Source: an optimization exercise on an open RTL-to-GDS flow (aim: small area and a short achievable clock period). Production flows keep margins and buffers that such runs may drop.
Only simulation tests tie the RTL to the original design; equivalence was not proved.
Power figures rest on the tool's default switching activity, not on a simulated workload.

===== flow/design.v =====
`default_nettype none
package fp32_fmt_pkg;
  localparam int block_size_lp = 32;
  localparam int fp_width_lp = 32;
  localparam int exp_width_lp = 8;
  localparam int frac_width_lp = 23;
  typedef union packed {
    logic [fp_width_lp-1:0] raw;
    struct packed {
      logic                     sign;
      logic [exp_width_lp-1:0]  exp;
      logic [frac_width_lp-1:0] frac;
    } fields;
  } fp32_word_u;
endpackage
`default_nettype wire
`default_nettype none
package bfp_code_pkg;
  localparam int mag_width_lp = 5;
  localparam int code_width_lp = mag_width_lp + 1;
  localparam int shift_width_lp = $clog2(mag_width_lp + 1);
  localparam int latency_lp = 3;
endpackage
`default_nettype wire
`timescale 1ns/10ps
`default_nettype none
import fp32_fmt_pkg::*;
import bfp_code_pkg::*;
module bfp_exp_decode
(
  input  logic                    clk,
  input  logic                    reset_i,
  input  logic                    in_valid_i,
  input  logic [block_size_lp-1:0][fp_width_lp-1:0]   block_i,
  output logic                    valid_o,
  output logic [block_size_lp-1:0]                    sign_o,
  output logic [block_size_lp-1:0][exp_width_lp-1:0]  exp_o,
  output logic [block_size_lp-1:0][mag_width_lp-1:0]  sig_o,
  output logic [exp_width_lp-1:0] max_exp_o
);
  function automatic logic [exp_width_lp-1:0] exp_max(
    input logic [exp_width_lp-1:0] a,
    input logic [exp_width_lp-1:0] b
  );
    exp_max = (a >= b) ? a : b;
  endfunction
  logic [block_size_lp-1:0][exp_width_lp-1:0]  lvl0;
  logic [block_size_lp/2-1:0][exp_width_lp-1:0]  lvl1;
  logic [block_size_lp/4-1:0][exp_width_lp-1:0]  lvl2;
  logic [block_size_lp/8-1:0][exp_width_lp-1:0]  lvl3;
  logic [block_size_lp/16-1:0][exp_width_lp-1:0]  lvl4;
  logic [exp_width_lp-1:0] max_exp;
  logic [block_size_lp-1:0][mag_width_lp-1:0]  sig;
  logic [block_size_lp-1:0]                    sign;
  for (genvar i = 0; i < block_size_lp; i++) begin : g_field
    fp32_fmt_pkg::fp32_word_u word;
    assign word    = block_i[i];
    assign sign[i] = word.fields.sign;
    assign lvl0[i] = word.fields.exp;
    assign sig[i]  = {|word.fields.exp,
                      word.fields.frac[frac_width_lp-1 -: mag_width_lp-1]};
  end
  for (genvar k = 0; k < block_size_lp/2; k++) begin : g_lvl1
    assign lvl1[k] = exp_max(lvl0[2*k], lvl0[2*k+1]);
  end
  for (genvar k = 0; k < block_size_lp/4; k++) begin : g_lvl2
    assign lvl2[k] = exp_max(lvl1[2*k], lvl1[2*k+1]);
  end
  for (genvar k = 0; k < block_size_lp/8; k++) begin : g_lvl3
    assign lvl3[k] = exp_max(lvl2[2*k], lvl2[2*k+1]);
  end
  for (genvar k = 0; k < block_size_lp/16; k++) begin : g_lvl4
    assign lvl4[k] = exp_max(lvl3[2*k], lvl3[2*k+1]);
  end
  assign max_exp = exp_max(lvl4[0], lvl4[1]);
  always_ff @(posedge clk) begin
    if (reset_i) begin
      valid_o <= 1'b0;
    end else begin
      valid_o <= in_valid_i;
    end
  end
  always_ff @(posedge clk) begin
    max_exp_o <= max_exp;
    for (int i = 0; i < block_size_lp; i++) begin
      sign_o[i] <= sign[i];
      exp_o[i]  <= lvl0[i];
      sig_o[i]  <= sig[i];
    end
  end
endmodule
`default_nettype wire
`timescale 1ns/10ps
`default_nettype none
import fp32_fmt_pkg::*;
import bfp_code_pkg::*;
module bfp_align_execute
(
  input  logic                    clk,
  input  logic                    reset_i,
  input  logic                    valid_i,
  input  logic [block_size_lp-1:0]                    sign_i,
  input  logic [block_size_lp-1:0][exp_width_lp-1:0]  exp_i,
  input  logic [block_size_lp-1:0][mag_width_lp-1:0]  sig_i,
  input  logic [exp_width_lp-1:0] max_exp_i,
  output logic                    valid_o,
  output logic [block_size_lp-1:0]                    sign_o,
  output logic [block_size_lp-1:0][mag_width_lp-1:0]  mag_o,
  output logic [exp_width_lp-1:0] shared_exp_o
);
  logic [block_size_lp-1:0][exp_width_lp-1:0]    diff;
  logic [block_size_lp-1:0][shift_width_lp-1:0]  shamt;
  logic [block_size_lp-1:0][mag_width_lp-1:0]    mag;
  always_comb begin
    for (int i = 0; i < block_size_lp; i++) begin
      diff[i] = max_exp_i - exp_i[i];
      if (diff[i] >= exp_width_lp'(mag_width_lp)) begin
        shamt[i] = shift_width_lp'(mag_width_lp);
      end else begin
        shamt[i] = diff[i][shift_width_lp-1:0];
      end
      if (exp_i[i] == '0) begin
        mag[i] = '0;
      end else begin
        mag[i] = sig_i[i] >> shamt[i];
      end
    end
  end
  always_ff @(posedge clk) begin
    if (reset_i) begin
      valid_o <= 1'b0;
    end else begin
      valid_o <= valid_i;
    end
  end
  always_ff @(posedge clk) begin
    shared_exp_o <= max_exp_i;
    for (int i = 0; i < block_size_lp; i++) begin
      sign_o[i] <= sign_i[i];
      mag_o[i]  <= mag[i];
    end
  end
endmodule
`default_nettype wire
`timescale 1ns/10ps
`default_nettype none
import fp32_fmt_pkg::*;
import bfp_code_pkg::*;
module bfp_code_result
(
  input  logic                     clk,
  input  logic                     reset_i,
  input  logic                     valid_i,
  input  logic [block_size_lp-1:0]                     sign_i,
  input  logic [block_size_lp-1:0][mag_width_lp-1:0]   mag_i,
  input  logic [exp_width_lp-1:0]  shared_exp_i,
  output logic                     out_valid_o,
  output logic [exp_width_lp-1:0]  shared_exp_o,
  output logic [block_size_lp-1:0][code_width_lp-1:0]  codes_o
);
  logic [block_size_lp-1:0][code_width_lp-1:0]  code;
  always_comb begin
    for (int i = 0; i < block_size_lp; i++) begin
      code[i] = {sign_i[i], mag_i[i]};
    end
  end
  always_ff @(posedge clk) begin
    if (reset_i) begin
      out_valid_o  <= 1'b0;
      shared_exp_o <= '0;
      for (int i = 0; i < block_size_lp; i++) begin
        codes_o[i] <= '0;
      end
    end else begin
      out_valid_o <= valid_i;
      if (valid_i) begin
        shared_exp_o <= shared_exp_i;
        for (int i = 0; i < block_size_lp; i++) begin
          codes_o[i] <= code[i];
        end
      end
    end
  end
endmodule
`default_nettype wire
`timescale 1ns/10ps
`default_nettype none
import fp32_fmt_pkg::*;
import bfp_code_pkg::*;
module bfp_quant_top
(
  input  logic                     clk,
  input  logic                     reset_i,
  input  logic                     in_valid_i,
  input  logic [block_size_lp*fp_width_lp-1:0]   block_i,
  output logic                                   out_valid_o,
  output logic [exp_width_lp-1:0]                shared_exp_o,
  output logic [block_size_lp*code_width_lp-1:0] codes_o
);
  logic                    dec_valid;
  logic [block_size_lp-1:0]                    dec_sign;
  logic [block_size_lp-1:0][exp_width_lp-1:0]  dec_exp;
  logic [block_size_lp-1:0][mag_width_lp-1:0]  dec_sig;
  logic [exp_width_lp-1:0] dec_max_exp;
  logic                    exe_valid;
  logic [block_size_lp-1:0]                    exe_sign;
  logic [block_size_lp-1:0][mag_width_lp-1:0]  exe_mag;
  logic [exp_width_lp-1:0] exe_shared_exp;
  logic [block_size_lp-1:0][code_width_lp-1:0]  codes;
  for (genvar i = 0; i < block_size_lp; i++) begin : g_word
    assign codes_o[i*code_width_lp +: code_width_lp] = codes[i];
  end
  bfp_exp_decode u_decode (
    .clk        (clk),
    .reset_i    (reset_i),
    .in_valid_i (in_valid_i),
    .block_i    (block_i),
    .valid_o    (dec_valid),
    .sign_o     (dec_sign),
    .exp_o      (dec_exp),
    .sig_o      (dec_sig),
    .max_exp_o  (dec_max_exp)
  );
  bfp_align_execute u_execute (
    .clk          (clk),
    .reset_i      (reset_i),
    .valid_i      (dec_valid),
    .sign_i       (dec_sign),
    .exp_i        (dec_exp),
    .sig_i        (dec_sig),
    .max_exp_i    (dec_max_exp),
    .valid_o      (exe_valid),
    .sign_o       (exe_sign),
    .mag_o        (exe_mag),
    .shared_exp_o (exe_shared_exp)
  );
  bfp_code_result u_result (
    .clk          (clk),
    .reset_i      (reset_i),
    .valid_i      (exe_valid),
    .sign_i       (exe_sign),
    .mag_i        (exe_mag),
    .shared_exp_i (exe_shared_exp),
    .out_valid_o  (out_valid_o),
    .shared_exp_o (shared_exp_o),
    .codes_o      (codes)
  );
endmodule
`default_nettype wire

===== flow/run.sh =====
#!/bin/bash
# synth_recipe.tcl (not shown) runs the flow's synth.tcl, then flattens the netlist and writes it again
# the make line also repeats each setting of config.mk as NAME=value (left out here)
make -C /OpenROAD-flow-scripts/flow DESIGN_CONFIG=/design/flow/config.mk WORK_HOME=/design/flow/orfs CLKGATE_MAP_FILE= SYNTH_SCRIPT=/design/flow/synth_recipe.tcl finish

===== flow/config.mk =====
export PLATFORM = sky130hd
export DESIGN_NAME = bfp_quant_top
export DESIGN_NICKNAME = bfp_quant_top
export VERILOG_FILES = /design/flow/design.v
export SDC_FILE = /design/flow/constraint.sdc
export NUM_CORES = 4
export LEC_CHECK = 0
export CAP_MARGIN = 20
export CORE_AREA = 5 5 445 445
export DIE_AREA = 0 0 450 450
export SLEW_MARGIN = 20

===== flow/constraint.sdc =====
create_clock -name core_clock -period 10.0 [get_ports {clk}]
set_input_delay 2.0000 -clock core_clock [delete_from_list [all_inputs] [get_ports {clk}]]
set_output_delay 2.0000 -clock core_clock [all_outputs]
set_load 0.01 [all_outputs]

==> results.txt <==
Die Area=203000 um^2; CTS root buffer=clkbuf_16; Clock Path Buffers=3; NetSw=about 5700 uW; core region area=193000 um^2; critical path class=input port to flop; largest cells by area after synthesis=dfxtp_1 (39%), ha_1 (13%), mux2i_1 (9.1%); Hold Crit Start=u_decode.sign_o[25]; final setup fails=0; post-synth net total=between 6000 and 7000; total power=roughly 15000 uW; final routed DRC violation total=0; Rows=161; synthesis warning total=3; Max-cap violations=0; nets=7531; clock sinks=859; peak supply drop=0.190 mV; DP HPWL=134 mm; worst skew pair latency=0.70 ns; CP endpoint kind=flop; I/O pin cnt=1228; Switching Share=0.382; transition time of the tightest slew-check pin=0.947 ns; synth unique cells=94; via count=38904; Final Core Density=0.325; Max Freq=0.104 GHz; GPL Wtd Cong=0.863; fin crit share=0.963; CTS clock-pin slew for the worst setup and hold paths=0.06 ns; final wirelength=166 mm; Gate power share=0.488; post-DR vias/cell=4.50; residual overflow from global routing=0; #FFs+latches synth=859; crit start category=input port; max incr delay on CP=0.55 ns; Clock power frac=0.248; PwrDens=238 nW/um^2; starting density of the core=0.230; Final ANT Viol Nets=0; share of layout cells above drive strength 1=0.176; top_reg_cell synth=dfxtp_1; static leakage=~0.028 uW; Hold WS=0.326 ns; post-synth top area share=0.388; largest net degree at the start of global routing=89; area grow syn2layout=41.1%; Final Skew=0.0236 ns; Worst Path Max Fanout=7; vias in the first global route=39538; CP required=10.60 ns; antenna violations before repair=51; CP startpoint=block_i[121]; Seq pwr share=0.264; CP delay by family, top=compound AO/OA/AOI/OAI gates; outcome=complete, no violations; Post-synth ARST share=0; Cells after Synth=4717; Hold Buf Count CTS=0; FF-to-FF Start=u_decode.max_exp_o[0]; count leader, synth=dfxtp_1; Die W=450 um; WL/cell=roughly 19 um; synthesized cell area=44300 um^2; CTS buffer count=97; minimum clock period=~9.6 ns; Worst EP arrival=10.24 ns; final-report max-slew violation count=0; global-route wire length before repair=243 mm; I/O Buffers=between 600 and 700; synthesized area per cell=around 9.4 um^2; Initial DRC Count=roughly 1800; die height=450 um; H-tree Lvls=3; commonest cells in the synthesized netlist=dfxtp_1 (859), inv_1 (582), ha_1 (466), nor2_1 (422), mux2i_1 (404); Slew HR=0.369; Worst Hold Class=flop to flop; Yosys top cell by area=dfxtp_1; most used cell, CP=a21o_1; EDFF count, synth=0; Hold Fails Final Rpt=0; sequential fraction of the synthesis area=0.388; CP bufs+invs=7; CTS tree=done; Filler cells=19754; Power Internal=9200 uW; critical path's slowest cell=clkdlybuf4s50_1; Total GRT Usage=0.157; Detailed Routing Iterations Pass 1=7
## state kept, by name, summed over array words and instances, names as in the netlist
register and count:
u_decode.sign_o 32, u_execute.shared_exp_o 8, u_execute.valid_o 1, u_decode.sig_o 160, u_decode.exp_o 256, u_result.codes_o 192, u_result.out_valid_o 1, u_decode.valid_o 1
u_result.shared_exp_o 8, u_execute.mag_o 160, u_decode.max_exp_o 8, u_execute.sign_o 32
## layout make-up
cell class	instances	area (um^2)	area share
multi-input cells	3187	25300	0.404
flip-flops and latches	859	17200	0.275
repair buffers	1279	11400	0.181
well taps	2526	3160	0.0505
clock buffers	130	2730	0.0435
inverters	582	2180	0.0349
clock inverters	49	584	0.00934
diodes	27	67.6	0.00108
## layout by cell type (no fill, tap or decap), types with 18 or more instances in the layout
cell,netlist,final
mux2i_1,404,377
o21a_1,89,88
mux2i_2,1,24
nor2b_1,91,90
nor3_1,78,77
nand2_1,238,235
a21oi_2,3,28
o211ai_1,31,31
ha_1,466,456
o21ai_0,170,155
nor2_1,422,413
mux2_2,46,40
diode_2,0,27
clkbuf_1,49,19
clkdlybuf4s50_1,0,569
and2_1,55,55
a221oi_1,23,22
o22ai_1,27,27
mux4_2,27,27
dfxtp_1,859,851
dlymetal6s2s_1,0,47
a211o_1,69,69
nand2b_1,51,50
a21oi_1,198,168
xor2_1,28,28
fa_1,32,32
a211oi_1,60,58
or3_1,18,18
o21ai_1,17,26
a31oi_1,23,21
xnor2_1,36,36
a21o_1,56,56
clkbuf_16,0,100
inv_1,582,577
nor4_1,132,131
buf_4,3,646
a21boi_0,36,36
nand3_1,48,47
## cells by family (layout without fill, tap and decap cells)
family,count (synthesis),in the layout,share of synthesized area
compound gates,925,925,0.145
xor+xnor,65,65,0.0130
fa+ha+maj,499,499,0.146
buf+inv,671,2040,0.0579
flops,859,859,0.388
mux,480,480,0.117
other cells,0,27,0
simple gates,1218,1218,0.133
## per-stage QoR
step | cell area [um^2] | setup slack [ns] | setup TNS, ns | cells
after CTS | 61600 | 0.0149 | 0 | 8590
after global placement | 58200 | -0.977 | -7.58 | 8409
after global routing | 62600 | -0.0696 | -0.349 | 8632
after detailed placement | 58200 | -1.09 | -8.44 | 8409
final | 62600 | 0.368 | 0 | 8639
after floorplan | 44400 | 0.0486 | 0 | 4717
## worst paths after layout
| kind | cells after the start | slack, ns | to |
|---|---|---|---|
| worst min register to register | 0 | 0.33 | u_execute.sign_o[25] |
| worst max register to register | 12 | 5.21 | u_execute.mag_o[96] |
| worst max-delay path | 47 | 0.37 | u_decode.max_exp_o[7] |
| worst min-delay path | 0 | 0.33 | u_execute.sign_o[25] |
## worst register-to-register path, stage by stage, from the launching register on
cell and delay [ns]:
dfxtp_1 0.35, inv_2 0.61, buf_4 0.57, ha_1 0.30
inv_1 0.06, fa_1 0.42, a211o_1 0.28, a211o_1 0.29
a211o_1 0.34, a211oi_1 0.69, and2_1 0.27, mux4_2 0.32
nor2b_1 0.18
## layer usage
metal / wire length [um] / part of all wire / GRT usage
met1: 68400 / 0.41 / 0.180
met2: 78200 / 0.47 / 0.270
met3: 10800 / 0.065 / 0.0442
met4: 8860 / 0.053 / 0.0752
met5: 88 / 0.00053 / 0
## power by group through the flow
stage / Sequential [uW] / Combinational, uW / Clock (uW)
after floorplan: 3890 / 4430 / 0
after global placement: 4020 / 6790 / 0
after detailed placement: 4020 / 6990 / 0
after CTS: 3950 / 7090 / 3800
after global routing: 3960 / 8060 / 3930
final: 3940 / 7270 / 3690
## repair_timing
| action | 4_1_cts | 5_1_grt |
|---|---|---|
| buffers inserted | 2 | 22 |
| gates resized for setup | 18 | 190 |
| pin swaps | 6 | 54 |
| setup endpoints to repair | 8 | 8 |

## what the ideal ports hide
How much do the figures lean on ideal ports? The routed layout below was timed once more, with nothing changed but the port constraints.
Step 1 (the two cells are an assumption about what drives the block):
set clk [get_ports {clk}]
set_driving_cell -lib_cell sky130_fd_sc_hd__clkbuf_16 $clk
set_driving_cell -lib_cell sky130_fd_sc_hd__buf_2 [delete_from_list [all_inputs] $clk]
Step 2 times the ports against the registers' clock, not the clock port: input delays grow and output delays shrink by t, the midpoint of the rising clock arrivals with the driver on.
Slacks: no drivers / after step 1 / after step 2; pairs: no drivers / after step 1.
shift t [ns]: 0.766
slack for setup (ns): 0.368 / 0.306 / -0.459
worst setup path at the end: input to register
worst register clock-pin slew, ns: 0.07 / 0.07
With both steps, setup timing fails in this run, where it was met with ideal ports. For this run, drivers alone change the setup slack by -0.062 ns; drivers and shift together by -0.827 ns.
